What follows belongs to an exercise in optimizing a design on an open flow for small area, a short achievable clock period and few clock cycles per item; a production flow would make more cautious choices. At most, simulation tests tie the RTL to the original design; equivalence was not proved. Only the layout flow was run in runs 1 and 2; the RTL was not checked for function there. Power is estimated from default activity; no workload was simulated.

==> flow/run.sh <==
#!/bin/bash
# synth_recipe.tcl (not shown) runs the flow's synth.tcl, then flattens the netlist and writes it again
# the make line also repeats each setting of config.mk as NAME=value (left out here)
make -C /OpenROAD-flow-scripts/flow DESIGN_CONFIG=/design/flow/config.mk WORK_HOME=/design/flow/orfs CLKGATE_MAP_FILE= SYNTH_SCRIPT=/design/flow/synth_recipe.tcl finish
==> flow/config.mk <==
export PLATFORM = sky130hd
export DESIGN_NAME = cache_l1_top
export DESIGN_NICKNAME = cache_l1_top
export VERILOG_FILES = /design/flow/design.v
export SDC_FILE = /design/flow/constraint.sdc
export NUM_CORES = 8
export LEC_CHECK = 0
export CAP_MARGIN = 20
export CORE_MARGIN = 2
export CORE_UTILIZATION = 40
export SLEW_MARGIN = 20
==> flow/constraint.sdc <==
create_clock -name core_clock -period 12.0 [get_ports {clk}]
set_input_delay 2.4000 -clock core_clock [delete_from_list [all_inputs] [get_ports {clk}]]
set_output_delay 2.4000 -clock core_clock [all_outputs]
set_load 0.01 [all_outputs]
==> flow/design.v <==
package addr_pkg;
  typedef union packed {
    logic [24-1:0] word;
    struct packed {
      logic [18-1:0]    tag;
      logic [4-1:0]  index;
      logic [2-1:0] offset;
    } f;
  } cache_addr_u;
endpackage
package line_pkg;
  typedef union packed {
    logic [32-1:0]         word;
    logic [(32/8)-1:0][7:0] bytes;   
  } cache_line_u;
endpackage
module cache_l1_top #(
  parameter bit REGIN = 1'b0
) (
  input  logic                     clk,
  input  logic                     reset,
  input  logic                     cpu_req,
  input  logic                     cpu_we,
  input  logic [24-1:0] cpu_addr,
  input  logic [7:0]               cpu_wdata,
  output logic                     cpu_ack,
  output logic [7:0]               cpu_rdata,
  output logic                     mem_req,
  output logic                     mem_we,
  output logic [24-1:0] mem_addr,
  output logic [32-1:0] mem_wdata,
  input  logic                     mem_ack,
  input  logic [32-1:0] mem_rdata
);
  localparam int SETS = 1 << 4;
  localparam int WAYS = 4;
  localparam int TW   = 18;
  localparam int IW   = 4;
  localparam int LW   = 32;
  localparam int UW   = 3;
  localparam logic [2:0] S_IDLE  = 3'd0;   
  localparam logic [2:0] S_LOOK  = 3'd1;   
  localparam logic [2:0] S_WB    = 3'd2;   
  localparam logic [2:0] S_WBREL = 3'd3;   
  localparam logic [2:0] S_FILL  = 3'd4;   
  localparam logic [2:0] S_DONE  = 3'd5;   
  localparam logic [2:0] S_MWAIT = 3'd6;   
  logic [2:0] state;
  logic [TW-1:0] tag_q   [SETS][WAYS];
  logic [LW-1:0] data_q  [SETS][WAYS];
  logic [UW-1:0] cnt_q   [SETS][WAYS];
  logic          dirty_q [SETS][WAYS];
  logic [TW-1:0] a_tag;
  logic [IW-1:0] a_idx;
  logic [1:0]    a_off;
  logic          a_we;
  logic [7:0]    a_wdata;
  logic          look;   
  if (REGIN) begin : g_regin
    logic [24-1:0] r_addr;
    logic                     r_we;
    logic [7:0]               r_wdata;
    always_ff @(posedge clk) begin
      if (state == S_IDLE) begin
        r_addr <= cpu_addr;
        r_we <= cpu_we;
        r_wdata <= cpu_wdata;
      end
    end
    assign a_tag = r_addr[23:6];
    assign a_idx = r_addr[5:2];
    assign a_off = r_addr[1:0];
    assign a_we = r_we;
    assign a_wdata = r_wdata;
    assign look = (state == S_LOOK);
  end else begin : g_direct
    assign a_tag = cpu_addr[23:6];
    assign a_idx = cpu_addr[5:2];
    assign a_off = cpu_addr[1:0];
    assign a_we = cpu_we;
    assign a_wdata = cpu_wdata;
    assign look = (state == S_IDLE) && cpu_req;
  end
  logic look_state;
  assign look_state = REGIN ? (state == S_LOOK) : (state == S_IDLE);
  logic [TW-1:0] r_tag  [WAYS];
  logic [LW-1:0] r_line [WAYS];
  logic [UW-1:0] r_cnt  [WAYS];
  logic [WAYS-1:0] r_dirty;
  logic [WAYS-1:0] hit_w;
  logic            hit;
  always_comb begin
    for (int w = 0; w < WAYS; w++) begin
      r_tag[w] = tag_q[a_idx][w];
      r_line[w] = data_q[a_idx][w];
      r_cnt[w] = cnt_q[a_idx][w];
      r_dirty[w] = dirty_q[a_idx][w];
      hit_w[w] = (r_cnt[w] != '0) && (r_tag[w] == a_tag);
    end
    hit = |hit_w;
  end
  logic [UW-1:0] min_lo, min_hi;
  logic          pick_1, pick_3;
  logic [1:0]    victim;
  logic          v_dirty;
  logic [TW-1:0] v_tag;
  logic [LW-1:0] v_line;
  always_comb begin
    pick_1 = r_cnt[0] > r_cnt[1];
    min_lo = pick_1 ? r_cnt[1] : r_cnt[0];
    pick_3 = r_cnt[2] > r_cnt[3];
    min_hi = pick_3 ? r_cnt[3] : r_cnt[2];
    victim = {min_lo > min_hi, (min_lo <= min_hi) ? pick_1 : pick_3};
    v_dirty = r_dirty[victim] && (r_cnt[victim] != '0);
    v_tag = r_tag[victim];
    v_line = r_line[victim];
  end
  logic [1:0]    hit_way;
  logic [7:0]    hit_byte;
  logic [UW-1:0] hit_cnt;
  always_comb begin
    hit_way = '0;
    hit_byte = '0;
    hit_cnt = '0;
    for (int w = 0; w < WAYS; w++) begin
      if (hit_w[w]) begin
        hit_way = hit_way | 2'(w);
        hit_byte = hit_byte | r_line[w][8*a_off +: 8];
        hit_cnt = hit_cnt | ((r_cnt[w] == '1) ? r_cnt[w] : r_cnt[w] + 1'b1);
      end
    end
  end
  logic [IW-1:0] idx_q;
  logic [1:0]    way_q;
  logic [1:0]    off_q;
  logic          we_q;
  logic [7:0]    wdata_q;
  logic [UW-1:0] cnt_new_q;
  logic          upd_q;   
  always_ff @(posedge clk) begin
    if (look_state) begin
      idx_q <= a_idx;
      way_q <= hit ? hit_way : victim;
      off_q <= a_off;
      we_q <= a_we;
      wdata_q <= a_wdata;
      cnt_new_q <= hit_cnt;
    end
  end
  always_ff @(posedge clk or posedge reset) begin
    if (reset) begin
      state <= S_IDLE;
      cpu_ack <= 1'b0;
      mem_req <= 1'b0;
      upd_q <= 1'b0;
    end else begin
      upd_q <= 1'b0;
      case (state)
        S_IDLE: begin
          if (cpu_req) begin
            if (REGIN) begin
              state <= S_LOOK;
            end else if (hit) begin
              cpu_ack <= 1'b1;
              upd_q <= 1'b1;
              state <= S_DONE;
            end else begin
              mem_req <= !mem_ack;
              state <= mem_ack ? S_MWAIT : v_dirty ? S_WB : S_FILL;
            end
          end
        end
        S_LOOK: begin
          if (hit) begin
            cpu_ack <= 1'b1;
            upd_q <= 1'b1;
            state <= S_DONE;
          end else begin
            mem_req <= !mem_ack;
            state <= mem_ack ? S_MWAIT : v_dirty ? S_WB : S_FILL;
          end
        end
        S_MWAIT: begin
          if (!mem_ack) begin
            mem_req <= 1'b1;
            state <= mem_we ? S_WB : S_FILL;
          end
        end
        S_WB: begin
          if (mem_ack) begin
            mem_req <= 1'b0;
            state <= S_WBREL;
          end
        end
        S_WBREL: begin
          if (!mem_ack) begin
            mem_req <= 1'b1;
            state <= S_FILL;
          end
        end
        S_FILL: begin
          if (mem_ack) begin
            mem_req <= 1'b0;
            cpu_ack <= 1'b1;
            state <= S_DONE;
          end
        end
        S_DONE: begin
          if (!cpu_req) begin
            cpu_ack <= 1'b0;
            state <= S_IDLE;
          end
        end
        default: state <= S_IDLE;
      endcase
    end
  end
  always_ff @(posedge clk) begin
    if (look_state) begin
      mem_we <= v_dirty;
      mem_addr <= {v_dirty ? v_tag : a_tag, a_idx, 2'b00};
      mem_wdata <= v_line;
    end else if (state == S_WBREL) begin
      mem_we <= 1'b0;
      mem_addr <= {a_tag, idx_q, 2'b00};
    end
  end
  always_ff @(posedge clk) begin
    if (look_state) begin
      cpu_rdata <= a_we ? a_wdata : hit_byte;
    end else if (state == S_FILL) begin
      cpu_rdata <= we_q ? wdata_q : mem_rdata[8*off_q +: 8];
    end
  end
  logic fill;
  assign fill = (state == S_FILL);
  logic [LW-1:0] wline;
  logic [3:0]    wbyte_en;
  logic [UW-1:0] wcnt;
  always_comb begin
    for (int b = 0; b < 4; b++) begin
      if (fill && !(we_q && off_q == 2'(b))) wline[8*b +: 8] = mem_rdata[8*b +: 8];
      else wline[8*b +: 8] = wdata_q;
      wbyte_en[b] = fill || (upd_q && we_q && off_q == 2'(b));
    end
    wcnt = fill ? UW'(1) : cnt_new_q;
  end
  for (genvar s = 0; s < SETS; s++) begin : g_set
    for (genvar w = 0; w < WAYS; w++) begin : g_way
      logic sel;
      assign sel = (idx_q == IW'(s)) && (way_q == 2'(w));
      always_ff @(posedge clk or posedge reset) begin
        if (reset) cnt_q[s][w] <= '0;   
        else if (sel && (fill || upd_q)) cnt_q[s][w] <= wcnt;
      end
      always_ff @(posedge clk) begin
        if (sel && fill) tag_q[s][w] <= a_tag;
        if (sel && (fill || (upd_q && we_q))) dirty_q[s][w] <= we_q;
        for (int b = 0; b < 4; b++) begin
          if (sel && wbyte_en[b]) data_q[s][w][8*b +: 8] <= wline[8*b +: 8];
        end
      end
    end
  end
endmodule
==> run_results.csv, run 1 <==
group,metric,value,unit
finish,fill_cells,29680,
job,cap_violations,0,
finish,regArea,105500,sq um
worst_hold_path,hold_class,"register to register",
route,route.met3.wl,93600,microns
sta,rsz0062_at_grt,"false",
floorplan,pin_count,136,
yosys,synth_xor_area_frac,0.002519,
clocking,cts_setup_buffers,0,
route,ant_nets,0,
yosys,synthCells,8773,
floorplan,die_w,593.6,microns
finish,area_growth_syn_to_layout,14.51,%
sta,slew_viol_final,0,
yosys,netlist_area,139100,sq um
placement,io_buffers,133,
route,met2_length,255400,microns
clocking,clk_pin_slew,60,ps
finish,nNetsFinal,9158,
route,num_vias,95890,
power,p_seq_frac,0.456,
sta,tns,0,ps
clocking,cts_max_level,5,
power,ir_worst_vdd,0.3502,mV
clocking,cts_sinks,3545,
grt,grt_pass1_wl,811200,microns
worst_setup_path,worst-path-buf-inv,4,
power,power_frac_clock,0.322,
yosys,ys_ff_latch,3545,
yosys,ys_warn_count,8,
power,switching_share,0.3320,
power,power.density,222.2,nW/um^2
power,switchingPower,11.75,mW
grt,grt_pass1_vias,87250,
worst_setup_path,crit_fanout,86,
route,avgRoutedWirePerCell,43.94,microns
floorplan,rows,216,
sta,finClkSkew,85.05,ps
floorplan,core_area,346200,sq um
route,wl_met1,214600,microns
clocking,hold_buffers,0,
route,drc,0,
clocking,cts.repair.resized,0,
sta,finalSetupViolCount,0,
run_status,outcome,"complete, no violations",
grt,track_usage,0.3395,
grt,antenna_found_initial,65,
sta,max_clock_freq,0.1048,GHz
worst_setup_path,crit_chain,"buf_8 > nand3b_1 > o2bb2ai_1 > nor4_1 > o211ai_1 > inv_1 > ha_1 > nor2b_1 > o21a_1 > o21a_2 > buf_4 > nor2_1 > a21oi_1 > ha_1 > nor2b_1 > o21ai_0 > a32o_2 > nor4_1 > a211oi_1 > nand4_1 > buf_4 > a211oi_1 > a21oi_1",
finish,fin_util,0.4600,
floorplan,start_util,0.4017,
yosys,synthSimpleGateAreaFrac,0.06423,
yosys,async_flop_share,0.05585,
worst_setup_path,cpPeakStageDelay,790,ps
grt,grt-ovfl-total,0,
placement,dp_hpwl,388400,microns
yosys,synth_compound_area_frac,0.1187,
placement,gp_congestion,1.029,
yosys,synth.avg_cell_area,15.85,sq um
floorplan,die_h,593.6,microns
sta,slew_headroom,0.1066,
route,drtPass1Iterations,9,
worst_setup_path,cp.required,12690,ps
worst_setup_path,crit_family,"compound AO/OA/AOI/OAI gates",
worst_setup_path,start_kind,"input pin",
clocking,cts.path.max_buffers,4,
finish,multiInputGateArea,31580,sq um
sta,period_minus_slack,9543,ps
yosys,synth-edff-count,3347,
sta,tightestPinTransition,1340,ps
clocking,cts_tree,"yes",
worst_setup_path,crit_arrival,10230,ps
clocking,root_buffer,"clkbuf_16",
clocking,clock_latency,990,ps
power,p_leak,50.86,nW
yosys,seq_area_frac_synth,0.7583,
sta,min_period_over_period,0.7952,
clocking,cts_buffers,363,
worst_setup_path,slowest_stage,"nand3b_1",
floorplan,die_area,352400,sq um
power,intPower,23.64,mW
route,wirelength,615300,microns
route,avgViaCountPerCell,6.848,
worst_setup_path,worstSetupPathType,"input pin to register",
finish,drive_above_1_share,0.1482,
yosys,synth_top_family_by_area,"compound AO/OA/AOI/OAI gates",
yosys,synth_ff_type,"edfxtp_1",
route,top_layer,"met5",
yosys,synth.distinct_cells,99,
sta,hold_violations,0,
power,comb_power_share,0.222,
yosys,synthMuxAreaShare,0.03313,
yosys,synth_adder_area_share,0.001529,
worst_setup_path,end_kind,"register",
grt,grt_max_degree,121,
route,first_iter_violations,19330,
==> power by group through the flow <==
stage	logic [mW]	clock network, mW	registers (mW)
detailed placement	7.42	0	16.3
floorplan	3.83	0	15.9
global placement	7.29	0	16.3
CTS	7.43	11.4	16.1
global route	7.97	11.9	16.1
finish	7.84	11.4	16.2
==> metrics by stage <==
stage | cells | hold WS (ps) | setup slack (ps) | power [mW] | instance area, sq um
after global placement | 13270 | 465.8 | 1626 | 23.63 | 147100
after global routing | 13950 | 515.0 | 2148 | 35.95 | 159100
final | 14000 | 487.3 | 2457 | 35.39 | 159300
after CTS | 13930 | 484.1 | 2664 | 34.89 | 159000
after detailed placement | 13280 | 470.4 | 1682 | 23.75 | 147300
after floorplan | 8774 | 440.9 | 3809 | 19.71 | 139100
==> sequential cells by signal (all words and copies together) (netlist names) <==
name / cells
cnt_new_q: 3
cnt_q: 192
cpu_ack: 1
cpu_rdata: 8
data_q: 2048
dirty_q: 64
idx_q: 4
mem_addr: 22
mem_req: 1
mem_wdata: 32
mem_we: 1
off_q: 2
state: 3
tag_q: 1152
upd_q: 1
way_q: 2
wdata_q: 8
we_q: 1
==> layer usage <==
| metal | vias to the layer above | track usage |
|---|---|---|
| met5 | - | 0.002840 |
| met4 | 38 | 0.2375 |
| met3 | 1877 | 0.1170 |
| met2 | 8984 | 0.4769 |
| met1 | 48950 | 0.4395 |
| li1 | 36040 | - |
==> Yosys cell counts (36+ instances only) <==
| master | n | area share |
|---|---|---|
| dfrtp_1 | 198 | 0.036 |
| edfxtp_1 | 3347 | 0.72 |
| buf_6 | 37 | 0.0030 |
| clkbuf_1 | 343 | 0.0093 |
| o2bb2ai_1 | 39 | 0.0025 |
| a222oi_1 | 87 | 0.0063 |
| a21oi_1 | 228 | 0.0082 |
| mux2_2 | 111 | 0.0090 |
| o2111ai_1 | 45 | 0.0028 |
| o21ai_0 | 323 | 0.012 |
| nand3_1 | 295 | 0.011 |
| buf_2 | 116 | 0.0042 |
| a221oi_1 | 181 | 0.011 |
| inv_1 | 36 | 0.00097 |
| nor3_1 | 49 | 0.0018 |
| nand2_1 | 470 | 0.013 |
| buf_1 | 85 | 0.0023 |
| mux2i_1 | 218 | 0.016 |
| nor2_1 | 662 | 0.018 |
| nand3b_1 | 82 | 0.0044 |
| a22oi_1 | 747 | 0.040 |
| a22o_1 | 226 | 0.014 |
| nand4_1 | 51 | 0.0023 |
| o22ai_1 | 95 | 0.0043 |
| mux4_2 | 48 | 0.0078 |
==> cell families (layout without fill, tap and decap cells) <==
family	Yosys count	count (layout)
flip-flops	3545	3545
AO/OA/AOI/OAI	2256	2256
AND/OR/NAND/NOR	1878	1878
buffers and inverters	651	1237
multiplexers	385	385
XOR/XNOR	40	40
adder cells (fa/ha/maj)	17	17
other	1	67
==> area by class of cell <==
type / instances / share of cell area
sequential: 3545 / 0.6622
multi-input combinational: 4578 / 0.1983
clock buffer: 449 / 0.06057
tap: 4578 / 0.03597
timing repair buffer: 547 / 0.02806
clock inverter: 204 / 0.01296
antenna: 65 / 0.001021
inverter: 37 / 0.0009192
==> layout by cell type, fill, tap and decap left out, types with 111 or more instances in the layout <==
cell type,n
a22oi_1,747
a22o_1,226
edfxtp_1,3347
buf_4,402
a21oi_1,226
mux2_2,111
a221oi_1,180
clkbuf_16,371
nand2_1,463
nor2_1,534
dfrtp_1,198
nand3_1,295
mux2i_1,218
o21ai_0,320
==> worst paths after layout <==
check	start	end	slack, ps	cells past startpoint
worst min-delay path	cnt_q[33][2]	cnt_q[33][2]	490	2
worst max-delay path	cpu_addr[4]	mem_addr[6]	2460	23
max in group asynchronous	reset	cnt_q[30][1]	8620	3
min in group asynchronous	reset	cnt_q[5][0]	2030	2
worst min register to register	cnt_q[33][2]	cnt_q[33][2]	490	2
worst max register to register	cnt_q[7][0]	mem_addr[6]	4670	20
==> worst min-delay path: cells and delay by family (launching register included) <==
kind	cells	cell delay (ps)
and+or+nand+nor	1	50
DFF	1	350
AOI/OAI and AO/OA	1	60
==> run 2: changes to the inputs <==
--- a/flow/design.v
+++ b/flow/design.v
@@ -87,5 +87,4 @@
   logic [LW-1:0] r_line [WAYS];
   logic [UW-1:0] r_cnt  [WAYS];
-  logic [WAYS-1:0] r_dirty;
   logic [WAYS-1:0] hit_w;
   logic            hit;
@@ -95,24 +94,46 @@
       r_line[w] = data_q[a_idx][w];
       r_cnt[w] = cnt_q[a_idx][w];
-      r_dirty[w] = dirty_q[a_idx][w];
       hit_w[w] = (r_cnt[w] != '0) && (r_tag[w] == a_tag);
     end
     hit = |hit_w;
   end
-  logic [UW-1:0] min_lo, min_hi;
-  logic          pick_1, pick_3;
-  logic [1:0]    victim;
-  logic          v_dirty;
-  logic [TW-1:0] v_tag;
-  logic [LW-1:0] v_line;
-  always_comb begin
-    pick_1 = r_cnt[0] > r_cnt[1];
-    min_lo = pick_1 ? r_cnt[1] : r_cnt[0];
-    pick_3 = r_cnt[2] > r_cnt[3];
-    min_hi = pick_3 ? r_cnt[3] : r_cnt[2];
-    victim = {min_lo > min_hi, (min_lo <= min_hi) ? pick_1 : pick_3};
-    v_dirty = r_dirty[victim] && (r_cnt[victim] != '0);
-    v_tag = r_tag[victim];
-    v_line = r_line[victim];
+  logic [WAYS-1:0] vict_oh [SETS];   
+  logic            vict_d  [SETS];   
+  for (genvar s = 0; s < SETS; s++) begin : g_vict
+    always_comb begin
+      logic [UW-1:0] c0, c1, c2, c3, min_lo, min_hi;
+      logic          pick_1, pick_3, hi;
+      logic [1:0]    v;
+      c0 = cnt_q[s][0];
+      c1 = cnt_q[s][1];
+      c2 = cnt_q[s][2];
+      c3 = cnt_q[s][3];
+      pick_1 = c0 > c1;
+      min_lo = pick_1 ? c1 : c0;
+      pick_3 = c2 > c3;
+      min_hi = pick_3 ? c3 : c2;
+      hi = min_lo > min_hi;
+      v = {hi, hi ? pick_3 : pick_1};
+      vict_oh[s] = WAYS'(1) << v;
+      vict_d[s] = dirty_q[s][v] && (cnt_q[s][v] != '0);
+    end
+  end
+  logic [WAYS-1:0] v_oh;
+  logic [1:0]      victim;
+  logic            v_dirty;
+  logic [TW-1:0]   v_tag;
+  logic [LW-1:0]   v_line;
+  always_comb begin
+    v_oh = vict_oh[a_idx];
+    v_dirty = vict_d[a_idx];
+    victim = {v_oh[3] | v_oh[2], v_oh[3] | v_oh[1]};
+    v_tag = '0;
+    v_line = '0;
+    for (int w = 0; w < WAYS; w++) begin
+      if (v_oh[w]) begin
+        v_tag = v_tag | r_tag[w];
+        v_line = v_line | r_line[w];
+      end
+    end
   end
   logic [1:0]    hit_way;
==> flow/flow/run.sh (new file) <==
#!/bin/bash
set -o pipefail
cp standard.sh standard_copy.txt
cp config.mk config_copy.txt
export SETUP_SLACK_MARGIN=7
bash standard.sh > standard.log 2>&1
==> flow/standard.sh (new file) <==
#!/bin/bash
# synth_recipe.tcl (not shown) runs the flow's synth.tcl, then flattens the netlist and writes it again
# the make line also repeats each setting of config.mk as NAME=value (left out here)
make -C /OpenROAD-flow-scripts/flow DESIGN_CONFIG=/design/flow/config.mk WORK_HOME=/design/flow/orfs CLKGATE_MAP_FILE= SYNTH_SCRIPT=/design/flow/synth_recipe.tcl "${@:-finish}"
removed: flow/run.sh
==> run_results.csv, run 2 <==
group,metric,value,unit
floorplan,die_w,601.7,microns
floorplan,die_area,362100,sq um
yosys,synth-edff-count,3347,
route,drtPass1Iterations,19,
power,p_leak,55.77,nW
sta,slew_viol_final,0,
floorplan,rows,219,
grt,grt_pass1_vias,92490,
clocking,clock_latency,1000,ps
finish,postLayoutCellArea,170100,sq um
job,cap_violations,0,
finish,largest_reg_flops,2048,
yosys,yosysTopAreaCellShare,0.7033,
sta,rsz0062_at_grt,"true",
yosys,synth.distinct_cells,93,
route,avgRoutedWirePerCell,41.47,microns
finish,fill_cells,30150,
sta,min_period_over_period,0.4644,
finish,fin_cells,14940,
worst_hold_path,hold_class,"register to register",
grt,top_usage_layer,"met2",
finish,final_common_cell,"edfxtp_1",
finish,nNetsFinal,10050,
grt,grt-ovfl-total,0,
yosys,synthCells,9201,
yosys,synth_area_leaders,"edfxtp_1, a22oi_1, dfrtp_1, a221oi_1, a22o_1",
clocking,root_buffer,"clkbuf_16",
yosys,post-synth-top-count-cell,"edfxtp_1",
worst_setup_path,worstSetupPathType,"input pin to register",
yosys,synth.avg_cell_area,15.53,sq um
clocking,cts.path.max_buffers,4,
worst_setup_path,start_kind,"input pin",
grt,grt_max_degree,108,
route,num_vias,100100,
power,intPower,26.56,mW
worst_setup_path,crit_fanout,89,
grt,use_met3,0.1170,
worst_setup_path,end_kind,"register",
power,power.density,244.2,nW/um^2
floorplan,pin_count,136,
yosys,seq_area_frac_synth,0.7380,
grt,antenna_found_initial,64,
sta,period_minus_slack,5572,ps
power,switching_share,0.3605,
power,ir_worst_vdd,0.2751,mV
yosys,synth_common_cells,"edfxtp_1, a22oi_1, nor2_1",
power,p_seq_frac,0.391,
finish,largest-register,"data_q",
finish,multiInputGateArea,36970,sq um
clocking,clk_pin_slew,60,ps
finish,drive_above_1_share,0.2000,
placement,placed_cell_area,151100,sq um
yosys,netlist_area,142900,sq um
route,avgViaCountPerCell,6.703,
placement,gp_congestion,1.004,
sta,finalSetupViolCount,0,
sta,finClkSkew,118.0,ps
clocking,cts_tree,"yes",
grt,track_usage,0.3312,
grt,use_met1,0.4285,
run_status,outcome,"complete, no violations",
finish,mostFrequentLayoutCells,"edfxtp_1, a22oi_1, buf_4",
sta,slew_headroom,0.1519,
yosys,yosys.area.top_type,"edfxtp_1",
yosys,async_flop_share,0.05585,
floorplan,start_util,0.4018,
placement,dp_hpwl,365100,microns
clocking,cts_sinks,3545,
clocking,hold_buffers,0,
yosys,ys_warn_count,10,
sta,max_clock_freq,0.1795,GHz
route,wirelength,619400,microns
yosys,ys_ff_latch,3545,
power,power,41.54,mW
grt,grt_pass1_wl,821400,microns
worst_setup_path,crit_arrival,6320,ps
placement,io_buffers,133,
power,comb_power_share,0.332,
floorplan,core_area,355700,sq um
grt,gr-usage-met2,0.4732,
yosys,synth_ff_type,"edfxtp_1",
worst_setup_path,cp.required,12750,ps
power,switchingPower,14.98,mW
finish,area_growth_syn_to_layout,19.04,%
route,first_iter_violations,18090,
sta,tightestPinTransition,1267,ps
route,ant_nets,0,
power,power_frac_clock,0.277,
clocking,cts_buffers,368,
route,drc,0,
sta,tns,0,ps
clocking,cts_max_level,5,
floorplan,die_h,601.7,microns
sta,hold_violations,0,
placement,placed_cells,13840,
finish,top_regs,"data_q (2048), tag_q (1152), cnt_q (192)",
finish,regArea,105500,sq um
[run 2: critical path: stages]
cell and delay (ps):
buf_16 190, buf_16 200, and4b_4 290, buf_12 260, buf_12 280, a22o_1 430, a221oi_1 300, nand3_1 140
nor2_1 620, mux4_2 430, nor2_1 50, o31a_1 280
[run 2: worst paths after layout]
kind                                   start           end  slack (ps)  depth (start not counted)
min in group asynchronous              reset  cnt_q[53][1]        2060                          3
worst max register to register   cnt_q[7][1]  mem_addr[14]        6980                         19
worst min-delay path            cnt_q[55][1]  cnt_q[55][1]         510                          2
worst min register to register  cnt_q[55][1]  cnt_q[55][1]         510                          2
worst max-delay path             cpu_addr[4]  cpu_rdata[0]        6430                         12
max in group asynchronous              reset  cnt_q[36][1]        8430                          4
[run 2: layout make-up]
cell class	count	share of cell area
clock buffers	442	0.05651
diodes	55	0.0008091
well taps	4751	0.03495
flip-flops and latches	3545	0.6203
clock inverters	225	0.01322
inverters	179	0.004023
repair buffers	837	0.05283
multi-input cells	4902	0.2173
[run 2: kinds of logic after synthesis]
family          count (synthesis)  synth area share
mux                           457           0.03784
fa+ha+maj                     152           0.01331
xor+xnor                       57          0.003494
compound gates               2450            0.1256
buf+inv                       759           0.02248
simple gates                 1780           0.05927
flops                        3545            0.7380
other cells                     1        0.00002624
[run 2: metal layers]
layer  vias to the layer above  share of wire  wire (microns)
met5                         -        0.00036             221
li1                      38480              -               -
met2                      8860           0.42          260300
met4                        34          0.076           47260
met3                      1793           0.15           91920
met1                     50960           0.35          219800
[run 2: power groups by stage]
| stage | clock (mW) | combinational, mW | sequential (mW) |
|---|---|---|---|
| after CTS | 11.5 | 12.2 | 16.2 |
| after global placement | 0 | 10.2 | 16.5 |
| after global routing | 12.0 | 14.1 | 16.3 |
| after floorplan | 0 | 5.84 | 16.0 |
| after detailed placement | 0 | 10.4 | 16.5 |
| final | 11.5 | 13.8 | 16.3 |
[run 2: timing repair]
item	4_1_cts	5_1_grt
resized for setup	493	150
pin swaps	99	51
gates cloned	52	4
endpoints found under the setup margin	70	69
setup buffers	242	72
[run 2: stage by stage]
| step | worst slack, ps | hold WS, ps | util |
|---|---|---|---|
| detailed placement | 3871 | 499.8 | 0.4249 |
| floorplan | 5883 | 466.4 | - |
| CTS | 6814 | 513.7 | 0.4745 |
| global placement | 3849 | 486.8 | 0.4247 |
| global route | 6645 | 544.8 | 0.4780 |
| finish | 6428 | 505.0 | 0.4783 |
==> run 3: changes to the inputs <==
--- a/flow/design.v
+++ b/flow/design.v
@@ -16,5 +16,6 @@
 endpackage
 module cache_l1_top #(
-  parameter bit REGIN = 1'b0
+  parameter bit REGIN = 1'b0,
+  parameter int CMP = 2    
 ) (
   input  logic                     clk,
@@ -39,4 +40,13 @@
   localparam int LW   = 32;
   localparam int UW   = 3;
+  function automatic logic gt3(input logic [2:0] a, input logic [2:0] b);
+    gt3 = (a[2] & ~b[2]) |
+          ((a[2] | ~b[2]) & ((a[1] & ~b[1]) | ((a[1] | ~b[1]) & a[0] & ~b[0])));
+  endfunction
+  function automatic logic [2:0] sat_inc(input logic [2:0] c);
+    sat_inc = {c[2] | (c[1] & c[0]),
+               (c[1] & ~c[0]) | (c[0] & (~c[1] | c[2])),
+               ~c[0] | (c[2] & c[1])};
+  endfunction
   localparam logic [2:0] S_IDLE  = 3'd0;   
   localparam logic [2:0] S_LOOK  = 3'd1;   
@@ -89,4 +99,6 @@
   logic [WAYS-1:0] hit_w;
   logic            hit;
+  logic [SETS-1:0] set_oh;
+  assign set_oh = SETS'(1) << a_idx;
   always_comb begin
     for (int w = 0; w < WAYS; w++) begin
@@ -94,27 +106,76 @@
       r_line[w] = data_q[a_idx][w];
       r_cnt[w] = cnt_q[a_idx][w];
-      hit_w[w] = (r_cnt[w] != '0) && (r_tag[w] == a_tag);
     end
-    hit = |hit_w;
   end
-  logic [WAYS-1:0] vict_oh [SETS];   
-  logic            vict_d  [SETS];   
+  if (CMP == 1) begin : g_par
+    logic [WAYS-1:0] match [SETS];
+    for (genvar s = 0; s < SETS; s++) begin : g_match
+      for (genvar w = 0; w < WAYS; w++) begin : g_way
+        assign match[s][w] = (cnt_q[s][w] != '0) && (tag_q[s][w] == a_tag);
+      end
+    end
+    always_comb begin
+      hit_w = '0;
+      for (int s = 0; s < SETS; s++) begin
+        hit_w = hit_w | (match[s] & {WAYS{set_oh[s]}});
+      end
+    end
+  end else if (CMP == 2) begin : g_grp
+    logic [3:0]      lo_oh;
+    logic [WAYS-1:0] match [4];
+    assign lo_oh = 4'(1) << a_idx[1:0];
+    for (genvar j = 0; j < 4; j++) begin : g_match
+      for (genvar w = 0; w < WAYS; w++) begin : g_way
+        logic [TW-1:0] t;
+        logic          v;
+        assign t = tag_q[{a_idx[3:2], 2'(j)}][w];
+        assign v = (cnt_q[{a_idx[3:2], 2'(j)}][w] != '0);
+        assign match[j][w] = v && (t == a_tag);
+      end
+    end
+    always_comb begin
+      hit_w = '0;
+      for (int j = 0; j < 4; j++) begin
+        hit_w = hit_w | (match[j] & {WAYS{lo_oh[j]}});
+      end
+    end
+  end else begin : g_mux
+    always_comb begin
+      for (int w = 0; w < WAYS; w++) begin
+        hit_w[w] = (r_cnt[w] != '0) && (r_tag[w] == a_tag);
+      end
+    end
+  end
+  assign hit = |hit_w;
+  logic [UW-1:0] cnt_nx   [SETS][WAYS];
+  logic          dirty_nx [SETS][WAYS];
+  logic [1:0]    vict_q   [SETS];   
+  logic          vict_d_q [SETS];   
   for (genvar s = 0; s < SETS; s++) begin : g_vict
+    logic [1:0] v;
+    logic       vd;
     always_comb begin
       logic [UW-1:0] c0, c1, c2, c3, min_lo, min_hi;
       logic          pick_1, pick_3, hi;
-      logic [1:0]    v;
-      c0 = cnt_q[s][0];
-      c1 = cnt_q[s][1];
-      c2 = cnt_q[s][2];
-      c3 = cnt_q[s][3];
-      pick_1 = c0 > c1;
+      c0 = cnt_nx[s][0];
+      c1 = cnt_nx[s][1];
+      c2 = cnt_nx[s][2];
+      c3 = cnt_nx[s][3];
+      pick_1 = gt3(c0, c1);
       min_lo = pick_1 ? c1 : c0;
-      pick_3 = c2 > c3;
+      pick_3 = gt3(c2, c3);
       min_hi = pick_3 ? c3 : c2;
-      hi = min_lo > min_hi;
+      hi = gt3(min_lo, min_hi);
       v = {hi, hi ? pick_3 : pick_1};
-      vict_oh[s] = WAYS'(1) << v;
-      vict_d[s] = dirty_q[s][v] && (cnt_q[s][v] != '0);
+      vd = dirty_nx[s][v] && (cnt_nx[s][v] != '0);
+    end
+    always_ff @(posedge clk or posedge reset) begin
+      if (reset) begin
+        vict_q[s] <= '0;   
+        vict_d_q[s] <= 1'b0;
+      end else begin
+        vict_q[s] <= v;
+        vict_d_q[s] <= vd;
+      end
     end
   end
@@ -125,7 +186,7 @@
   logic [LW-1:0]   v_line;
   always_comb begin
-    v_oh = vict_oh[a_idx];
-    v_dirty = vict_d[a_idx];
-    victim = {v_oh[3] | v_oh[2], v_oh[3] | v_oh[1]};
+    victim = vict_q[a_idx];
+    v_dirty = vict_d_q[a_idx];
+    v_oh = WAYS'(1) << victim;
     v_tag = '0;
     v_line = '0;
@@ -147,6 +208,6 @@
       if (hit_w[w]) begin
         hit_way = hit_way | 2'(w);
-        hit_byte = hit_byte | r_line[w][8*a_off +: 8];
-        hit_cnt = hit_cnt | ((r_cnt[w] == '1) ? r_cnt[w] : r_cnt[w] + 1'b1);
+        hit_byte = hit_byte | (a_we ? a_wdata : r_line[w][8*a_off +: 8]);
+        hit_cnt = hit_cnt | sat_inc(r_cnt[w]);
       end
     end
@@ -237,17 +298,17 @@
     end
   end
+  logic wb_sel;
+  assign wb_sel = v_dirty && (state == S_IDLE || state == S_LOOK ||
+                              state == S_MWAIT || state == S_WB);
   always_ff @(posedge clk) begin
-    if (look_state) begin
-      mem_we <= v_dirty;
-      mem_addr <= {v_dirty ? v_tag : a_tag, a_idx, 2'b00};
-      mem_wdata <= v_line;
-    end else if (state == S_WBREL) begin
-      mem_we <= 1'b0;
-      mem_addr <= {a_tag, idx_q, 2'b00};
-    end
+    mem_we <= wb_sel;
+    mem_addr <= {wb_sel ? v_tag : a_tag, a_idx, 2'b00};
+    mem_wdata <= v_line;
   end
-  always_ff @(posedge clk) begin
-    if (look_state) begin
-      cpu_rdata <= a_we ? a_wdata : hit_byte;
+  always_ff @(posedge clk or posedge reset) begin
+    if (reset) begin
+      cpu_rdata <= '0;
+    end else if (look_state) begin
+      cpu_rdata <= hit_byte;
     end else if (state == S_FILL) begin
       cpu_rdata <= we_q ? wdata_q : mem_rdata[8*off_q +: 8];
@@ -271,11 +332,13 @@
       logic sel;
       assign sel = (idx_q == IW'(s)) && (way_q == 2'(w));
+      assign cnt_nx[s][w] = (sel && (fill || upd_q)) ? wcnt : cnt_q[s][w];
+      assign dirty_nx[s][w] = (sel && (fill || (upd_q && we_q))) ? we_q : dirty_q[s][w];
       always_ff @(posedge clk or posedge reset) begin
         if (reset) cnt_q[s][w] <= '0;   
-        else if (sel && (fill || upd_q)) cnt_q[s][w] <= wcnt;
+        else cnt_q[s][w] <= cnt_nx[s][w];
       end
       always_ff @(posedge clk) begin
         if (sel && fill) tag_q[s][w] <= a_tag;
-        if (sel && (fill || (upd_q && we_q))) dirty_q[s][w] <= we_q;
+        dirty_q[s][w] <= dirty_nx[s][w];
         for (int b = 0; b < 4; b++) begin
           if (sel && wbyte_en[b]) data_q[s][w][8*b +: 8] <= wline[8*b +: 8];
==> flow/flow/run.sh (replaced) <==
#!/bin/bash
set -o pipefail
bash standard.sh SETUP_SLACK_MARGIN=7.0 finish > standard.log 2>&1
--- a/flow/config.mk
+++ b/flow/config.mk
@@ -10,2 +10,3 @@
 export CORE_UTILIZATION = 40
 export SLEW_MARGIN = 20
+export TNS_END_PERCENT = 20
==> run_results.csv, run 3 <==
group,metric,value,unit
worst_setup_path,cp.required,12870,ps
route,wirelength,723800,microns
yosys,synthCells,10210,
run_status,outcome,"complete, no violations",
worst_setup_path,reg2reg_from,"idx_q[2]",
grt,antenna_found_initial,96,
yosys,synthMuxAreaShare,0.08517,
worst_hold_path,hold_start,"dirty_q[20]",
sta,hold_violations,0,
clocking,cts_buffers,373,
yosys,ys_warn_count,13,
sta,finClkSkew,84.00,ps
worst_setup_path,start_kind,"input pin",
floorplan,rows,227,
route,ant_nets,0,
worst_setup_path,end_kind,"register",
finish,nNetsFinal,10800,
finish,multiInputGateArea,46090,sq um
sta,slew_viol_final,0,
job,cap_violations,0,
placement,io_buffers,133,
yosys,synth_xor_area_frac,0.01733,
clocking,hold_buffers,0,
worst_setup_path,crit_chain,"buf_16 > bufbuf_16 > nor4bb_4 > buf_6 > clkbuf_16 > buf_12 > a222oi_1 > nand3_1 > o22ai_1 > mux4_2 > nor2_1 > o31ai_2 > a21oi_1",
sta,rsz0062_at_grt,"true",
finish,regArea,105400,sq um
finish,fill_cells,32600,
finish,postLayoutCellArea,181100,sq um
yosys,netlist_area,153600,sq um
clocking,cts_tree,"yes",
yosys,synth-edff-count,3220,
placement,placed_cell_area,162100,sq um
finish,area_growth_syn_to_layout,17.90,%
worst_setup_path,cpPeakStageDelay,740,ps
route,drc,0,
yosys,synth_ff_type,"edfxtp_1",
power,power.density,207.1,nW/um^2
worst_setup_path,worstSetupPathType,"input pin to register",
clocking,clock_latency,1020,ps
route,drtPass1Iterations,10,
worst_setup_path,slowest_stage,"o22ai_1",
sta,fin_hold_ws,493.4,ps
yosys,synth_area_leaders,"edfxtp_1, mux4_2, dfrtp_1, a22oi_1, mux2i_1",
yosys,synth_common_cells,"edfxtp_1, a22oi_1, nor2_1",
worst_setup_path,crit_arrival,6110,ps
yosys,ys_ff_latch,3593,
floorplan,core_area,382300,sq um
yosys,async_flop_share,0.07069,
power,ir_worst_vdd,0.2248,mV
yosys,yosys.area.top_type,"edfxtp_1",
clocking,cts_sinks,3593,
finish,final_common_cell,"edfxtp_1",
worst_setup_path,crit_fanout,7,
sta,max_clock_freq,0.1908,GHz
placement,dp_hpwl,436800,microns
grt,track_usage,0.3584,
finish,largest-register,"data_q",
power,p_leak,61.14,nW
sta,slew_headroom,0.1126,
sta,min_period_over_period,0.4367,
clocking,cts.path.max_buffers,4,
clocking,root_buffer,"clkbuf_16",
sta,tightestPinTransition,1326,ps
clocking,cts_max_level,5,
yosys,seq_area_frac_synth,0.6864,
route,avgViaCountPerCell,7.033,
worst_setup_path,crit_start,"cpu_addr[4]",
finish,fin_cells,16180,
floorplan,die_area,389000,sq um
yosys,synth_top_family_by_area,"compound AO/OA/AOI/OAI gates",
floorplan,start_util,0.4018,
yosys,synthSimpleGateAreaFrac,0.06528,
placement,gp_congestion,1.033,
grt,grt_pass1_wl,945100,microns
yosys,synth_compound_area_frac,0.1162,
finish,largest_reg_flops,2048,
finish,drive_above_1_share,0.1977,
grt,grt_max_degree,93,
placement,pre_cts_ws,4236,ps
route,first_iter_violations,22100,
floorplan,die_w,623.7,microns
placement,placed_cells,15100,
route,num_vias,113800,
yosys,synth.avg_cell_area,15.05,sq um
clocking,clk_pin_slew,60,ps
yosys,synth.distinct_cells,111,
grt,grt-ovfl-total,0,
sta,tns,0,ps
finish,top_regs,"data_q (2048), tag_q (1152), cnt_q (192)",
yosys,post-synth-top-count-cell,"edfxtp_1",
route,avgRoutedWirePerCell,44.73,microns
finish,mostFrequentLayoutCells,"edfxtp_1, a22oi_1, nor2_1",
yosys,yosysTopAreaCellShare,0.6295,
sta,finalSetupViolCount,0,
floorplan,die_h,623.7,microns
grt,grt_pass1_vias,103800,
floorplan,pin_count,136,
sta,period_minus_slack,5240,ps
yosys,synth_adder_area_share,0.002778,
sta,fin_ws,6760,ps
worst_hold_path,hold_class,"register to register",
==> run 3: layout make-up <==
class | instances | share of cell area
clock inverter | 213 | 0.01257
multi-input combinational | 5735 | 0.2545
tap | 5038 | 0.03481
sequential | 3593 | 0.5822
timing repair buffer | 819 | 0.05476
clock buffer | 473 | 0.05521
inverter | 210 | 0.004608
antenna | 99 | 0.001368
==> run 3: metal layers <==
layer	part of all wire	up-vias	GRT usage
met5	0.00059	-	0
met4	0.10	60	0.3036
met3	0.15	2691	0.1360
met2	0.41	11190	0.4970
met1	0.34	57530	0.4397
li1	-	42320	-
==> run 3: report_power, final <==
part	total (mW)	switching [mW]	internal, mW	leakage (nW)
logic	8.85	6.53	2.32	21.8
clock network	11.9	5.18	6.74	5.99
registers	16.7	1.07	15.7	33.4
total	37.5	12.8	24.7	61.1
==> run 3: critical path: cells and delay by family <==
kind                   cells  cell delay (ps)
AOI/OAI and AO/OA          4             1760
muxes                      1              470
and+or+nand+nor            3              380
buffers and inverters      5             1010
==> run 3: final timing paths <==
| kind | end | slack (ps) | depth (start not counted) |
|---|---|---|---|
| max in group asynchronous | cnt_q[11][2] | 7640 | 4 |
| max reg2reg | vict_d_q[7] | 7010 | 9 |
| min in group asynchronous | cnt_q[39][0] | 1930 | 2 |
| min reg2reg | dirty_q[20] | 490 | 2 |
| min | dirty_q[20] | 490 | 2 |
| max | cpu_rdata[4] | 6760 | 13 |
==> run 3: timing repair <==
action | in CTS | in global routing
gates cloned | 76 | 14
resized for setup | 315 | 114
setup endpoints to repair | 80 | 65
buffers inserted | 96 | 106
pin swaps | 24 | 23
==> run 3: stage by stage <==
stage	utilization	power, mW
3_5_place_dp	0.4240	24.88
6_report	0.4737	37.50
4_1_cts	0.4683	36.79
5_1_grt	0.4732	38.03
3_3_place_gp	0.4234	24.68
2_1_floorplan	-	20.73
==> run 3: cells by family (layout without fill, tap and decap cells) <==
family,count (synthesis),in the layout
adder cells (fa/ha/maj),42,42
AND/OR/NAND/NOR,2026,2032
buffers and inverters,888,1715
other,1,101
XOR/XNOR,304,304
AO/OA/AOI/OAI,2448,2448
flip-flops,3593,3593
multiplexers,907,907
Testbench counts of run 3, summed over its fixed seeds: cycles 68,342, accesses 24,000.
==> run 4: changes to the inputs <==
--- a/flow/design.v
+++ b/flow/design.v
@@ -16,6 +16,5 @@
 endpackage
 module cache_l1_top #(
-  parameter bit REGIN = 1'b0,
-  parameter int CMP = 2    
+  parameter bit REGIN = 1'b0
 ) (
   input  logic                     clk,
@@ -94,55 +93,36 @@
   logic look_state;
   assign look_state = REGIN ? (state == S_LOOK) : (state == S_IDLE);
-  logic [TW-1:0] r_tag  [WAYS];
-  logic [LW-1:0] r_line [WAYS];
-  logic [UW-1:0] r_cnt  [WAYS];
+  logic [TW-1:0]   r_tag  [WAYS];
+  logic [LW-1:0]   r_line [WAYS];
+  logic [UW-1:0]   r_cnt  [WAYS];
   logic [WAYS-1:0] hit_w;
   logic            hit;
-  logic [SETS-1:0] set_oh;
-  assign set_oh = SETS'(1) << a_idx;
-  always_comb begin
-    for (int w = 0; w < WAYS; w++) begin
-      r_tag[w] = tag_q[a_idx][w];
-      r_line[w] = data_q[a_idx][w];
-      r_cnt[w] = cnt_q[a_idx][w];
+  logic [3:0]      lo_oh;
+  logic [TW-1:0]   c_tag [4][WAYS];   
+  logic [UW-1:0]   c_cnt [4][WAYS];   
+  logic [WAYS-1:0] match [4];
+  assign lo_oh = 4'(1) << a_idx[1:0];
+  for (genvar j = 0; j < 4; j++) begin : g_cand
+    for (genvar w = 0; w < WAYS; w++) begin : g_way
+      assign c_tag[j][w] = tag_q[{a_idx[3:2], 2'(j)}][w];
+      assign c_cnt[j][w] = cnt_q[{a_idx[3:2], 2'(j)}][w];
+      assign match[j][w] = (c_cnt[j][w] != '0) && (c_tag[j][w] == a_tag);
     end
   end
-  if (CMP == 1) begin : g_par
-    logic [WAYS-1:0] match [SETS];
-    for (genvar s = 0; s < SETS; s++) begin : g_match
-      for (genvar w = 0; w < WAYS; w++) begin : g_way
-        assign match[s][w] = (cnt_q[s][w] != '0) && (tag_q[s][w] == a_tag);
-      end
-    end
-    always_comb begin
-      hit_w = '0;
-      for (int s = 0; s < SETS; s++) begin
-        hit_w = hit_w | (match[s] & {WAYS{set_oh[s]}});
-      end
-    end
-  end else if (CMP == 2) begin : g_grp
-    logic [3:0]      lo_oh;
-    logic [WAYS-1:0] match [4];
-    assign lo_oh = 4'(1) << a_idx[1:0];
-    for (genvar j = 0; j < 4; j++) begin : g_match
-      for (genvar w = 0; w < WAYS; w++) begin : g_way
-        logic [TW-1:0] t;
-        logic          v;
-        assign t = tag_q[{a_idx[3:2], 2'(j)}][w];
-        assign v = (cnt_q[{a_idx[3:2], 2'(j)}][w] != '0);
-        assign match[j][w] = v && (t == a_tag);
-      end
-    end
-    always_comb begin
-      hit_w = '0;
+  always_comb begin
+    hit_w = '0;
+    for (int w = 0; w < WAYS; w++) begin
+      r_tag[w] = '0;
+      r_cnt[w] = '0;
       for (int j = 0; j < 4; j++) begin
-        hit_w = hit_w | (match[j] & {WAYS{lo_oh[j]}});
+        if (lo_oh[j]) begin
+          r_tag[w] = r_tag[w] | c_tag[j][w];
+          r_cnt[w] = r_cnt[w] | c_cnt[j][w];
+        end
       end
+      r_line[w] = data_q[a_idx][w];
     end
-  end else begin : g_mux
-    always_comb begin
-      for (int w = 0; w < WAYS; w++) begin
-        hit_w[w] = (r_cnt[w] != '0) && (r_tag[w] == a_tag);
-      end
+    for (int j = 0; j < 4; j++) begin
+      hit_w = hit_w | (match[j] & {WAYS{lo_oh[j]}});
     end
   end
==> flow/flow/run.sh (replaced) <==
#!/bin/bash
set -o pipefail
bash standard.sh SETUP_SLACK_MARGIN=7.25 finish > standard.log 2>&1
==> run_results.csv, run 4 <==
group,metric,value,unit
sta,tns,0,ps
worst_setup_path,reg2reg_from,"idx_q[0]",
grt,antenna_found_initial,61,
route,drc,0,
worst_setup_path,critPathCapture,"cpu_rdata[1]",
yosys,netlist_area,146800,sq um
finish,area_growth_syn_to_layout,17.57,%
yosys,synth_adder_area_share,0.002344,
power,p_seq_frac,0.456,
yosys,synth_area_leaders,"edfxtp_1, mux4_2, dfrtp_1, a22oi_1, xnor2_1",
route,ant_nets,0,
worst_setup_path,regToRegEndpoint,"vict_d_q[1]",
finish,fin_cells,14570,
clocking,cts_buffers,371,
placement,dp_hpwl,357600,microns
yosys,synth_top_family_by_area,"multiplexers",
worst_setup_path,reg2regPathDepth,10,
grt,grt_max_degree,82,
yosys,synth-edff-count,3220,
yosys,synth.avg_cell_area,16.61,sq um
job,cap_violations,0,
worst_setup_path,worst-r2r-setup-slack,7360,ps
yosys,yosysTopAreaCellShare,0.6588,
placement,io_buffers,133,
yosys,seq_area_frac_synth,0.7183,
yosys,synth.distinct_cells,99,
power,intPower,23.93,mW
clocking,cts.path.max_buffers,4,
floorplan,pin_count,136,
finish,top_regs,"data_q (2048), tag_q (1152), cnt_q (192)",
route,first_iter_violations,17360,
yosys,synth_ff_type,"edfxtp_1",
clocking,cts_max_level,5,
yosys,async_flop_share,0.07069,
worst_setup_path,crit_arrival,5900,ps
worst_setup_path,crit_start,"cpu_addr[3]",
sta,finClkSkew,112.4,ps
worst_hold_path,hold_class,"register to register",
clocking,clk_pin_slew,70,ps
worst_setup_path,cp.required,12860,ps
finish,nNetsFinal,9444,
sta,min_period_over_period,0.4198,
power,switching_share,0.3128,
sta,slew_viol_final,0,
yosys,synthCells,8835,
finish,largest_reg_flops,2048,
clocking,clock_latency,1020,ps
power,switchingPower,10.89,mW
worst_setup_path,worstSetupPathType,"input pin to register",
sta,max_clock_freq,0.1985,GHz
grt,grt-ovfl-total,0,
finish,largest-register,"data_q",
route,wirelength,605400,microns
floorplan,die_h,609.8,microns
sta,slew_headroom,0.04692,
placement,placed_cells,13560,
sta,period_minus_slack,5038,ps
power,power.density,201.8,nW/um^2
yosys,post-synth-top-count-cell,"edfxtp_1",
floorplan,core_area,365500,sq um
yosys,synthSimpleGateAreaFrac,0.05221,
worst_setup_path,end_kind,"register",
sta,rsz0062_at_grt,"true",
grt,grt_pass1_wl,801500,microns
power,power_frac_clock,0.334,
route,num_vias,97620,
clocking,cts_tree,"yes",
floorplan,rows,222,
clocking,root_buffer,"clkbuf_16",
yosys,synth_compound_area_frac,0.08896,
finish,mostFrequentLayoutCells,"edfxtp_1, a22oi_1, nor2_1",
floorplan,die_area,371800,sq um
worst_hold_path,hold_start,"dirty_q[6]",
placement,gp_congestion,1.001,
power,comb_power_share,0.210,
yosys,ys_warn_count,15,
route,avgViaCountPerCell,6.702,
route,drtPass1Iterations,13,
power,ir_worst_vdd,0.2377,mV
power,p_leak,57.80,nW
yosys,ys_ff_latch,3593,
grt,track_usage,0.3159,
sta,finalSetupViolCount,0,
grt,grt_pass1_vias,90510,
sta,hold_violations,0,
yosys,yosys.area.top_type,"edfxtp_1",
run_status,outcome,"complete, no violations",
route,avgRoutedWirePerCell,41.56,microns
worst_setup_path,crit_fanout,41,
floorplan,die_w,609.8,microns
clocking,cts_sinks,3593,
sta,tightestPinTransition,1426,ps
yosys,synth_common_cells,"edfxtp_1, a22oi_1, nor2_1",
finish,drive_above_1_share,0.2198,
finish,final_common_cell,"edfxtp_1",
yosys,synthMuxAreaShare,0.09742,
yosys,synth_xor_area_frac,0.01725,
floorplan,start_util,0.4015,
worst_setup_path,start_kind,"input pin",
## run 4: how the worst min path moves through the flow
| stage | slack [ps] | depth (start not counted) | end |
|---|---|---|---|
| 6_report | 470 | 2 | dirty_q[6] |
| 5_1_grt | 500 | 2 | dirty_q[59] |
| 4_1_cts | 470 | 2 | dirty_q[6] |
| 3_5_place_dp | 460 | 2 | dirty_q[6] |
| 3_3_place_gp | 460 | 2 | dirty_q[12] |
| 2_1_floorplan | 440 | 2 | dirty_q[6] |
## run 4: through the flow
step | setup WS, ps | power, mW | util | area [sq um] | hold WS (ps)
final | 6962 | 34.83 | 0.4721 | 172600 | 469.8
after global routing | 7120 | 35.44 | 0.4717 | 172400 | 497.7
after CTS | 7121 | 34.41 | 0.4683 | 171200 | 470.2
after detailed placement | 4450 | 22.76 | 0.4228 | 154600 | 462.2
after global placement | 4467 | 22.57 | 0.4224 | 154400 | 456.2
after floorplan | 6256 | 19.40 | - | 146800 | 441.7
## run 4: per-layer routing
layer  wire [microns]  track usage
met1           212100       0.4000
met4            53220       0.2210
met3            79820      0.09903
met5              511     0.004649
met2           259700       0.4613
## run 4: final cells by class
type | count | area, sq um
clock inverters | 205 | 2110
inverters | 226 | 854.6
fillers | 30710 | 193000
repair buffers | 692 | 8416
well taps | 4816 | 6026
flip-flops and latches | 3593 | 105400
diodes | 70 | 175.2
clock buffers | 473 | 9923
multi-input cells | 4491 | 39620
## run 4: logic make-up after synthesis
group                      after synthesis
DFF                                   3593
AOI/OAI and AO/OA                     1744
and+or+nand+nor                       1603
muxes                                  814
buffers and inverters                  757
xor gates and xnor gates               289
adders and majority gates               34
other                                    1
## run 4: what timing repair did
item | CTS | global route
gates resized for setup | 276 | 119
hold buffers | 0 | 0
setup buffers | 143 | 36
gates cloned | 72 | 8
pin swaps | 32 | 38
setup endpoints to repair | 81 | 59
## run 4: critical path: stages
cell and delay [ps]:
clkbuf_16 200, buf_12 330, nor2_2 130, buf_4 230, a22o_1 250, a222oi_1 510, nand4_1 190, buf_4 210
mux4_2 470, a21boi_0 160, o21a_1 220, o21a_1 180, or3_1 320
## run 4: power by group through the flow
stage                     clock network [mW]  logic, mW  registers, mW
after floorplan                            0       3.64           15.8
final                                   11.6       7.30           15.9
after global placement                     0       6.49           16.1
after detailed placement                   0       6.66           16.1
after global routing                    12.1       7.43           15.9
after CTS                               11.6       6.93           15.8
Testbench counts of run 4, summed over its fixed seeds: cycles 68,342, accesses 24,000.
==> run 5: changes to the inputs <==
--- a/flow/design.v
+++ b/flow/design.v
@@ -103,6 +103,11 @@
   logic [WAYS-1:0] match [4];
   assign lo_oh = 4'(1) << a_idx[1:0];
+  logic [LW-1:0]   c_line [4][WAYS];   
+  logic [3:0]      off_oh;
+  logic [7:0]      r_byte [WAYS];       
+  assign off_oh = 4'(1) << a_off;
   for (genvar j = 0; j < 4; j++) begin : g_cand
     for (genvar w = 0; w < WAYS; w++) begin : g_way
+      assign c_line[j][w] = data_q[{a_idx[3:2], 2'(j)}][w];
       assign c_tag[j][w] = tag_q[{a_idx[3:2], 2'(j)}][w];
       assign c_cnt[j][w] = cnt_q[{a_idx[3:2], 2'(j)}][w];
@@ -121,5 +126,12 @@
         end
       end
-      r_line[w] = data_q[a_idx][w];
+      r_line[w] = '0;
+      r_byte[w] = '0;
+      for (int j = 0; j < 4; j++) begin
+        if (lo_oh[j]) r_line[w] = r_line[w] | c_line[j][w];
+        for (int o = 0; o < 4; o++) begin
+          if (lo_oh[j] && off_oh[o]) r_byte[w] = r_byte[w] | c_line[j][w][8*o +: 8];
+        end
+      end
     end
     for (int j = 0; j < 4; j++) begin
@@ -188,5 +200,5 @@
       if (hit_w[w]) begin
         hit_way = hit_way | 2'(w);
-        hit_byte = hit_byte | (a_we ? a_wdata : r_line[w][8*a_off +: 8]);
+        hit_byte = hit_byte | (a_we ? a_wdata : r_byte[w]);
         hit_cnt = hit_cnt | sat_inc(r_cnt[w]);
       end
--- a/flow/config.mk
+++ b/flow/config.mk
@@ -9,4 +9,6 @@
 export CORE_MARGIN = 2
 export CORE_UTILIZATION = 40
+export CTS_CLUSTER_DIAMETER = 60
+export CTS_CLUSTER_SIZE = 22
 export SLEW_MARGIN = 20
 export TNS_END_PERCENT = 20
==> run_results.csv, run 5 <==
group,metric,value,unit
run_status,outcome,"complete, no violations",
grt,grt_pass1_vias,79630,
yosys,synthCells,7844,
power,power.density,184.5,nW/um^2
route,first_iter_violations,11560,
sta,slew_viol_final,0,
sta,tns,0,ps
floorplan,start_util,0.4017,
yosys,ys_ff_latch,3593,
yosys,ys_warn_count,17,
clocking,cts_max_level,4,
yosys,async_flop_share,0.07069,
route,drtPass1Iterations,6,
floorplan,rows,224,
yosys,yosysTopAreaCellShare,0.6468,
sta,fin_hold_ws,475.5,ps
worst_setup_path,start_kind,"input pin",
power,p_leak,55.21,nW
placement,dp_hpwl,292100,microns
placement,gp_congestion,0.9412,
floorplan,die_h,615.4,microns
sta,period_minus_slack,4932,ps
worst_setup_path,slowest_stage,"mux4_2",
grt,grt_max_degree,158,
floorplan,pin_count,136,
job,cap_violations,0,
yosys,yosys.area.top_type,"edfxtp_1",
worst_setup_path,crit_family,"compound AO/OA/AOI/OAI gates",
route,ant_nets,0,
yosys,synth.distinct_cells,92,
clocking,clk_pin_slew,90,ps
worst_setup_path,worst-path-buf-inv,6,
finish,top_regs,"data_q (2048), tag_q (1152), cnt_q (192)",
grt,track_usage,0.2438,
worst_setup_path,crit_chain,"buf_16 > buf_12 > buf_16 > buf_16 > buf_12 > buf_16 > mux4_2 > mux4_2 > nor2b_1 > a211oi_2 > a21oi_1 > a22oi_1 > a21oi_1 > a211o_1",
worst_setup_path,cp_common_cell,"buf_16",
sta,min_period_over_period,0.4110,
sta,slew_headroom,0.1893,
yosys,synth_area_leaders,"edfxtp_1, mux4_2, dfrtp_1, mux2i_1, dfxtp_1",
finish,area_growth_syn_to_layout,12.58,%
route,num_vias,81830,
floorplan,die_w,615.4,microns
placement,io_buffers,133,
clocking,cts.path.max_buffers,4,
sta,fin_ws,7068,ps
placement,pre_cts_ws,3695,ps
floorplan,core_area,372200,sq um
finish,nNetsFinal,8204,
worst_setup_path,end_kind,"register",
sta,finClkSkew,89.16,ps
yosys,post-synth-top-count-cell,"edfxtp_1",
yosys,netlist_area,149500,sq um
yosys,seq_area_frac_synth,0.7052,
finish,drive_above_1_share,0.2601,
worst_hold_path,hold_class,"register to register",
clocking,clock_latency,950,ps
clocking,root_buffer,"clkbuf_16",
worst_setup_path,crit_arrival,5750,ps
sta,hold_violations,0,
worst_setup_path,worstSetupPathType,"input pin to register",
sta,max_clock_freq,0.2028,GHz
route,avgRoutedWirePerCell,35.42,microns
finish,mostFrequentLayoutCells,"edfxtp_1, mux4_2, nor2_1",
yosys,synth_common_cells,"edfxtp_1, mux4_2, nor2_1",
clocking,cts_sinks,3593,
grt,grt_pass1_wl,649000,microns
yosys,synth_ff_type,"edfxtp_1",
worst_setup_path,cpPeakStageDelay,510,ps
sta,rsz0062_at_grt,"true",
route,avgViaCountPerCell,6.153,
finish,final_common_cell,"edfxtp_1",
clocking,cts_tree,"yes",
worst_setup_path,cp.required,12820,ps
yosys,synth-edff-count,3220,
power,ir_worst_vdd,0.2127,mV
route,wirelength,471100,microns
clocking,cts_buffers,227,
grt,antenna_found_initial,47,
power,power,31.05,mW
grt,grt-ovfl-total,0,
route,drc,0,
sta,finalSetupViolCount,0,
sta,tightestPinTransition,1212,ps
floorplan,die_area,378700,sq um
clocking,hold_buffers,0,
worst_setup_path,crit_fanout,10,
finish,largest_reg_flops,2048,
yosys,synth.avg_cell_area,19.06,sq um
finish,largest-register,"data_q",
[run 5: logic make-up after synthesis]
logic type | count (synthesis) | share of synthesized area
mux | 1447 | 0.1874
flops | 3593 | 0.7052
fa+ha+maj | 54 | 0.003674
other cells | 1 | 0.00002508
buf+inv | 665 | 0.02056
xor+xnor | 288 | 0.01687
simple gates | 1022 | 0.03126
compound gates | 774 | 0.03497
[run 5: final cells by class]
| type | count | area (sq um) |
|---|---|---|
| Fill cell | 31420 | 203900 |
| Sequential cell | 3593 | 105400 |
| Multi-Input combinational cell | 3587 | 42020 |
| Timing Repair Buffer | 509 | 6505 |
| Tap cell | 4972 | 6221 |
| Clock buffer | 276 | 5904 |
| Clock inverter | 124 | 1356 |
| Inverter | 217 | 818.3 |
| Antenna cell | 22 | 55.05 |
[run 5: final timing paths]
path | from | end | slack, ps | depth (start not counted)
min in group asynchronous | reset | cnt_q[59][0] | 2050 | 2
max in group asynchronous | reset | upd_q | 7890 | 4
min | dirty_q[8] | dirty_q[8] | 480 | 2
max | cpu_addr[4] | cpu_rdata[4] | 7070 | 14
max reg2reg | way_q[1] | vict_q[4][0] | 7200 | 9
min reg2reg | dirty_q[8] | dirty_q[8] | 480 | 2
[run 5: routing by layer]
metal	track usage	share of wire	vias to the layer above
met1	0.3319	0.39	44190
met4	0.1004	0.047	18
met2	0.3844	0.47	4358
met3	0.04924	0.094	833
met5	0	0.00025	-
li1	-	-	32430
[run 5: repair_timing]
| item | in CTS | in global routing |
|---|---|---|
| pin swaps | 16 | 9 |
| cloned | 55 | 8 |
| setup buffers | 57 | 24 |
| endpoints found under the hold margin | 0 | 0 |
| endpoints found under the setup margin | 73 | 77 |
| gates resized for setup | 232 | 36 |
[run 5: worst reg2reg max path, stage by stage (launching register included)]
cell and delay (ps):
edfxtp_1 910, and4b_1 860, o211ai_1 500, mux2_2 480, a211oi_1 300, o21a_1 170, a211oi_1 50, maj3_1 360
maj3_2 430, mux2i_1 550
[run 5: stage by stage]
stage | cells | utilization | instance area, sq um
3_3_place_gp | 12730 | 0.4218 | 157000
2_1_floorplan | 7845 | - | 149500
5_1_grt | 13280 | 0.4521 | 168300
6_report | 13300 | 0.4522 | 168300
4_1_cts | 13250 | 0.4506 | 167700
3_5_place_dp | 12730 | 0.4219 | 157000
[run 5: where the power goes]
part / internal (mW) / leakage (nW) / switching, mW
Clock: 3.82 / 3.53 / 4.46
Sequential: 15.4 / 33.4 / 0.438
Combinational: 2.04 / 18.3 / 4.88
Testbench counts of run 5, summed over its fixed seeds: cycles 68,342, accesses 24,000.
==> run 6: changes to the inputs <==
--- a/flow/config.mk
+++ b/flow/config.mk
@@ -8,5 +8,5 @@
 export CAP_MARGIN = 20
 export CORE_MARGIN = 2
-export CORE_UTILIZATION = 40
+export CORE_UTILIZATION = 50
 export CTS_CLUSTER_DIAMETER = 60
 export CTS_CLUSTER_SIZE = 22
==> run_results.csv, run 6 <==
group,metric,value,unit
finish,final_common_cell,"edfxtp_1",
yosys,synth_ff_type,"edfxtp_1",
yosys,netlist_area,149500,sq um
worst_setup_path,end_kind,"register",
grt,track_usage,0.3133,
floorplan,rows,200,
finish,mostFrequentLayoutCells,"edfxtp_1, mux4_2, nor2_1",
sta,finalSetupViolCount,0,
worst_setup_path,slowest_stage,"mux4_2",
sta,fin_ws,7112,ps
sta,min_period_over_period,0.4074,
worst_setup_path,crit_fanout,48,
clocking,cts_tree,"yes",
finish,top_regs,"data_q (2048), tag_q (1152), cnt_q (192)",
worst_setup_path,cpPeakStageDelay,540,ps
worst_setup_path,cp.required,12810,ps
sta,tns,0,ps
route,ant_nets,0,
power,power.density,192.0,nW/um^2
worst_setup_path,crit_chain,"buf_16 > buf_16 > buf_16 > bufbuf_16 > mux4_2 > mux4_2 > mux2i_2 > a21oi_1 > a22oi_1 > a21oi_1 > a211o_1",
finish,drive_above_1_share,0.2673,
floorplan,core_area,297300,sq um
sta,hold_violations,0,
clocking,root_buffer,"clkbuf_16",
finish,largest-register,"data_q",
sta,slew_viol_final,0,
worst_setup_path,worst-path-buf-inv,4,
worst_setup_path,start_kind,"input pin",
sta,slew_headroom,0.1778,
yosys,synth.distinct_cells,92,
placement,gp_congestion,0.9434,
floorplan,start_util,0.5029,
worst_setup_path,worstSetupPathType,"input pin to register",
yosys,ys_ff_latch,3593,
yosys,synth_common_cells,"edfxtp_1, mux4_2, nor2_1",
clocking,cts_max_level,5,
clocking,cts_sinks,3593,
run_status,outcome,"complete, no violations",
floorplan,pin_count,136,
floorplan,die_h,550.8,microns
yosys,synthCells,7844,
grt,grt-ovfl-total,0,
power,ir_worst_vdd,0.1880,mV
grt,grt_pass1_wl,653700,microns
power,p_leak,55.85,nW
yosys,yosysTopAreaCellShare,0.6468,
yosys,ys_warn_count,17,
finish,fill_cells,22220,
route,first_iter_violations,12070,
worst_setup_path,cp_common_cell,"buf_16",
sta,max_clock_freq,0.2046,GHz
yosys,post-synth-top-count-cell,"edfxtp_1",
sta,rsz0062_at_grt,"true",
grt,grt_pass1_vias,79640,
yosys,async_flop_share,0.07069,
worst_setup_path,crit_arrival,5700,ps
sta,finClkSkew,51.26,ps
floorplan,die_area,303400,sq um
route,num_vias,82470,
yosys,synth.avg_cell_area,19.06,sq um
worst_setup_path,crit_family,"multiplexers",
finish,largest_reg_flops,2048,
sta,tightestPinTransition,1230,ps
route,avgViaCountPerCell,6.702,
yosys,synth_area_leaders,"edfxtp_1, mux4_2, dfrtp_1, mux2i_1, dfxtp_1",
placement,io_buffers,133,
yosys,synth-edff-count,3220,
yosys,yosys.area.top_type,"edfxtp_1",
clocking,clock_latency,940,ps
route,wirelength,476800,microns
route,avgRoutedWirePerCell,38.74,microns
clocking,clk_pin_slew,80,ps
floorplan,die_w,550.8,microns
clocking,cts.path.max_buffers,4,
placement,dp_hpwl,298700,microns
route,drtPass1Iterations,6,
job,cap_violations,0,
worst_hold_path,hold_class,"register to register",
yosys,seq_area_frac_synth,0.7052,
route,drc,0,
placement,pre_cts_ws,4308,ps
finish,area_growth_syn_to_layout,12.71,%
sta,period_minus_slack,4888,ps
grt,grt_max_degree,145,
clocking,cts_buffers,265,
finish,nNetsFinal,8208,
grt,antenna_found_initial,41,
-- run 6: layer usage --
| layer | track usage | part of all wire | up-vias |
|---|---|---|---|
| li1 | - | - | 32480 |
| met1 | 0.4561 | 0.40 | 44500 |
| met2 | 0.4690 | 0.45 | 4722 |
| met3 | 0.06968 | 0.10 | 759 |
| met4 | 0.1115 | 0.042 | 8 |
| met5 | 0.004690 | 0.00050 | - |
-- run 6: kinds of logic after synthesis --
group,synth area share
DFF,0.7052
buffers and inverters,0.02056
and+or+nand+nor,0.03126
other,0.00002508
xor gates and xnor gates,0.01687
muxes,0.1874
AOI/OAI and AO/OA,0.03497
adders and majority gates,0.003674
-- run 6: tightest hold or removal path: cells and delay by family (launching register included) --
kind / cells / cell delay, ps
flip-flops: 1 / 300
AO/OA/AOI/OAI: 1 / 70
buffers and inverters: 1 / 60
-- run 6: where the power goes --
part / switching [mW] / internal (mW) / total, mW / leakage [nW]
clock network: 4.80 / 4.74 / 9.54 / 4.36
logic: 4.96 / 2.02 / 6.99 / 18.1
registers: 0.405 / 15.4 / 15.8 / 33.4
-- run 6: final timing paths --
| kind | depth (start not counted) | to | startpoint | slack (ps) |
|---|---|---|---|---|
| max | 11 | cpu_rdata[0] | cpu_addr[5] | 7110 |
| min | 2 | dirty_q[36] | dirty_q[36] | 470 |
| max reg2reg | 10 | vict_d_q[7] | way_q[1] | 7250 |
| min reg2reg | 2 | dirty_q[36] | dirty_q[36] | 470 |
| max in group asynchronous | 4 | upd_q | reset | 8470 |
| min in group asynchronous | 3 | cnt_q[11][2] | reset | 2060 |
-- run 6: layout make-up --
| cell class | count | area, sq um | share of cell area |
|---|---|---|---|
| antenna | 17 | 42.54 | 0.0002525 |
| clock inverter | 174 | 1994 | 0.01184 |
| multi-input combinational | 3587 | 42100 | 0.2499 |
| inverter | 217 | 818.3 | 0.004856 |
| tap | 3939 | 4928 | 0.02925 |
| timing repair buffer | 475 | 6141 | 0.03644 |
| clock buffer | 304 | 7041 | 0.04178 |
| sequential | 3593 | 105400 | 0.6257 |
-- run 6: timing repair --
action                     CTS  global route
hold buffers                 0             0
pin swaps                   18            18
gates cloned                52             3
setup endpoints to repair   71            81
setup buffers               45            14
resized for setup          232            50
-- run 6: metrics by stage --
step | total power [mW] | hold slack (ps) | utilization | cells | instance area, sq um
6_report | 32.35 | 474.2 | 0.5668 | 12310 | 168500
3_5_place_dp | 22.63 | 466.9 | 0.5239 | 11700 | 155800
4_1_cts | 32.24 | 478.6 | 0.5651 | 12270 | 168000
2_1_floorplan | 19.64 | 441.7 | - | 7845 | 149500
5_1_grt | 33.21 | 503.3 | 0.5667 | 12290 | 168500
3_3_place_gp | 22.42 | 456.7 | 0.5236 | 11690 | 155700

Check on run 6: ideal ports give 7.112 ns setup slack; a clkbuf_16 on the clock port and buf_2 on the inputs give 6.861 ns; moving port delays by the midpoint clock arrival (1.012 ns) as well gives 5.849 ns.
